From an optimization exercise on the open Yosys and OpenROAD flow, aimed at small area, a short achievable clock period and few clock cycles; shortcuts taken in it are not production practice.
Only simulation tests tie the RTL to the original design; equivalence was not proved.
Power figures rest on the tool's default switching activity, not on a simulated workload.

==> flow/design.v (excerpt) <==
module alu64 (
  input  wire logic             clk,
  input  wire logic             rst_n,
  input  wire logic             req,
  input  wire alu_pkg::alu_op_t op,
  input  wire alu_pkg::word_t   r,
  input  wire alu_pkg::word_t   s,
  output logic                  ack,
  output alu_pkg::word_t        y,
  output logic                  c,
  output logic                  n,
  output logic                  z,
  output logic                  v
);
Size: roughly 3300 cells after synthesis, ~230 flip-flops, about 210 I/O pins, roughly 0.027 mm^2 of cells after synthesis.
Settings: LEC_CHECK=0, CAP_MARGIN=20, CORE_MARGIN=2, CORE_UTILIZATION=40, CTS_BUF_LIST=sky130_fd_sc_hd__clkbuf_4, SETUP_SLACK_MARGIN=5, SLEW_MARGIN=20, BUFFER_PORTS_ARGS=-buffer_cell sky130_fd_sc_hd__buf_1; clock period 10.0 ns.
standard.sh (not shown) runs the stock make flow with config.mk's settings and CLKGATE_MAP_FILE= SYNTH_SCRIPT=/design/flow/synth_recipe.tcl, a recipe that flattens the netlist after the stock synthesis.
==> flow/flow/run.sh <==
#!/bin/bash
# The standard ORFS layout (standard.sh), with one change: the port buffers
# are sky130_fd_sc_hd__buf_1 instead of the cell buffer_ports picks by default.
# make's output goes to standard.log; ORFS keeps each step's log under orfs/logs.
set -euo pipefail
echo "export BUFFER_PORTS_ARGS = -buffer_cell sky130_fd_sc_hd__buf_1" >> config.mk
bash standard.sh > standard.log 2>&1
Testbench counts at the start, summed over its fixed seeds: cycles 21,631.
==> next run, changes <==
--- a/flow/design.v
+++ b/flow/design.v
@@ -230,19 +230,19 @@
         ar_c = ~cout;
         ar_v = (y[msb] != opnd[msb]) & (ar[msb] != y[msb]);
       end
       default: ar_v = opnd[msb] & ar[msb];    
     endcase
   end
   logic div_skip, div_lt8, last;
-  lt_cmp #(.W(64)) u_cmp (.a ({hi[msb-16:0], y[msb:msb-15]}), .b (opnd), .lt (div_lt8));
-  assign div_skip = (cnt >= 7'd16) && (hi[msb-1:msb-15] == '0) && div_lt8;
+  lt_cmp #(.W(64)) u_cmp (.a ({hi[msb-8:0], y[msb:msb-7]}), .b (opnd), .lt (div_lt8));
+  assign div_skip = (cnt >= 7'd8) && (hi[msb-1:msb-7] == '0) && div_lt8;
   always_comb begin
     if (st[S_MUL]) last = k_mskip ? (cnt == 7'd8) : (cnt == 7'd2);
-    else           last = div_skip ? (cnt == 7'd16) : (cnt == 7'd1);
+    else           last = div_skip ? (cnt == 7'd8) : (cnt == 7'd1);
   end
   logic [8:0] nwin;
   logic [6:0] ncnt;
   logic       nskip;
   function automatic logic [2:0] booth(input logic [2:0] b);
     booth = {b[1] ^ b[0], (b == 3'b011) || (b == 3'b100), b[2] & ~(b[1] & b[0])};
   endfunction
@@ -269,20 +269,20 @@
         k_ashl                  <= 1'b0;
         k_sgn                   <= 1'b1;
         {k_one, k_two, k_neg}   <= booth({r[1:0], 1'b0});
         k_cin                   <= r[1];
         k_mskip                 <= (r[7:0] == 8'h00);
       end else if (!in_div || r[msb] || s[msb] || s_zero) begin
         k_ashl  <= 1'b0;
-        k_aen   <= (op == alu_pkg::op_add) || (op == alu_pkg::op_sub) || (in_div && r[msb]);
+        k_aen   <= (op == alu_pkg::op_add) || (op == alu_pkg::op_sub) || in_div;
         k_ainv  <= (op == alu_pkg::op_dec) || (in_div && r[msb]);
-        k_one   <= !in_div || !r[msb];
-        k_neg   <= (op == alu_pkg::op_sub) || (op == alu_pkg::op_neg) || (in_div && !r[msb]);
+        k_one   <= !in_div;
+        k_neg   <= (op == alu_pkg::op_sub) || (op == alu_pkg::op_neg);
         k_cin   <= (op == alu_pkg::op_sub) || (op == alu_pkg::op_neg) ||
-                   (op == alu_pkg::op_inc) || in_div;
+                   (op == alu_pkg::op_inc) || (in_div && r[msb]);
       end
     end
     if (st[S_EXEC]) begin
       if (op_q == alu_pkg::op_div && !dz) begin
         if (opnd[msb]) begin
           k_ashl  <= 1'b0;
           k_cin   <= 1'b1;
@@ -296,25 +296,32 @@
       k_ashl                   <= 1'b0;
       k_sgn                    <= 1'b1;
       {k_one, k_two, k_neg}    <= booth(nwin[2:0]);
       k_cin                    <= nwin[2] & ~(nwin[1] & nwin[0]);
       k_mskip                  <= nskip;
     end
     if (st[S_DIV]) begin
-      cnt <= div_skip ? cnt - 7'd16 : cnt - 7'd1;
+      cnt <= div_skip ? cnt - 7'd8 : cnt - 7'd1;
       if (last) begin
         k_ashl  <= 1'b0;
         k_aen   <= 1'b1;
         k_ainv  <= 1'b1;
         k_one   <= 1'b0;
         k_neg   <= 1'b0;
       end
     end
-    y            <= y_idle_st ? y_idle : y_busy;
-    {c, n, z, v} <= y_idle_st ? f_idle : f_busy;
+  end
+  always_ff @(posedge clk) begin
+    if (!rst_n) begin
+      y            <= '0;
+      {c, n, z, v} <= '0;
+    end else begin
+      y            <= y_idle_st ? y_idle : y_busy;
+      {c, n, z, v} <= y_idle_st ? f_idle : f_busy;
+    end
   end
   alu_pkg::word_t y_idle, y_busy;
   logic [3:0]     f_idle, f_busy;
   logic           y_idle_st;
   assign y_idle_st = st[S_IDLE];
   always_comb begin
     if (in_msw || (in_rem && !st_dz)) begin
@@ -347,16 +354,16 @@
       end else begin
         y_busy = {sum66[1:0], y[msb:2]};
         f_busy = {1'b0, sum66[65], zr, 1'b0};
       end
     end
     if (st[S_DIV]) begin
       if (div_skip) begin
-        y_busy = {y[msb-16:0], 16'h0000};
-        f_busy = {1'b0, y[msb-16], zr, 1'b0};
+        y_busy = {y[msb-8:0], 8'h00};
+        f_busy = {1'b0, y[msb-8], zr, 1'b0};
       end else begin
         y_busy = {y[msb-1:0], ~sum66[65]};
         f_busy = {1'b0, y[msb-1], zr, 1'b0};
       end
     end
     if (st[S_DFIX]) begin
       y_busy = sum66[msb:0];
@@ -384,17 +391,16 @@
     end else begin
       if (st[S_IDLE] && req) begin
         st <= '0;
         if (in_md) hi <= '0;
         if (in_mul) begin
           st[S_MUL] <= 1'b1;
         end else if (in_div) begin
-          if (r[msb] || s_zero) st[S_EXEC] <= 1'b1;
-          else if (s[msb])      st[S_ABS]  <= 1'b1;
-          else                  st[S_DIV]  <= 1'b1;
+          if (r[msb] || s[msb] || s_zero) st[S_EXEC] <= 1'b1;
+          else                            st[S_DIV]  <= 1'b1;
         end else if (in_arith) begin
           st[S_EXEC] <= 1'b1;
         end else begin
           ack       <= 1'b1;
           st[S_DONE] <= 1'b1;
         end
       end
@@ -423,22 +429,22 @@
           st_z  <= zr;
           st_dz <= 1'b0;
           ack   <= 1'b1;
           st    <= 7'b1 << S_DONE;
         end
       end
       if (st[S_DIV]) begin
-        if (div_skip)        hi <= {hi[msb-16:0], y[msb:msb-15]};
+        if (div_skip)        hi <= {hi[msb-8:0], y[msb:msb-7]};
         else if (sum66[65])  hi <= {hi[msb-1:0], y[msb]};
         else                 hi <= sum66[msb:0];
         if (last) begin
           if (qneg) begin
             st <= 7'b1 << S_DFIX;
           end else begin
-            st_n  <= div_skip ? y[msb-16] : y[msb-1];
+            st_n  <= div_skip ? y[msb-8] : y[msb-1];
             st_z  <= zr;
             st_dz <= 1'b0;
             ack   <= 1'b1;
             st    <= 7'b1 << S_DONE;
           end
         end
       end
What happened: Via count rises by 0.51%; final cell count barely changes; fmax rises by about 2.3%; combinational power decreases by about 12%; non-clock buffer count increases by 19; cell area is lower by 1.3%; clock skew rises by 0.018 ns.
Testbench counts after the change, summed over its fixed seeds: cycles 21,966.

[what the ideal ports hide]
The results above use ideal ports. As a check the final layouts listed here were re-extracted and re-timed, cells and wires unchanged.
Step 1 assumes that a clkbuf_16 drives the clock port and a buf_2 every other input.
Step 2 times the ports against the registers' clock, not the clock port: input delays grow and output delays shrink by t, the midpoint of the rising clock arrivals with the driver on.
Three values: no drivers, after step 1, after step 2; two values: the first two.
run	t (ns)	setup WS [ns]	clock arrival spread, ns	worst register clock-pin slew, ns
the first run	0.860	4.884 / 4.884 / 4.367	0.075 / 0.074	0.08 / 0.08
the second run	0.927	4.998 / 4.998 / 4.214	0.093 / 0.093	0.08 / 0.08
After both steps every run listed still meets setup and hold. The setup slack of the second run, which loses most, moves by 0.000 ns with the drivers and by -0.784 ns with both steps.
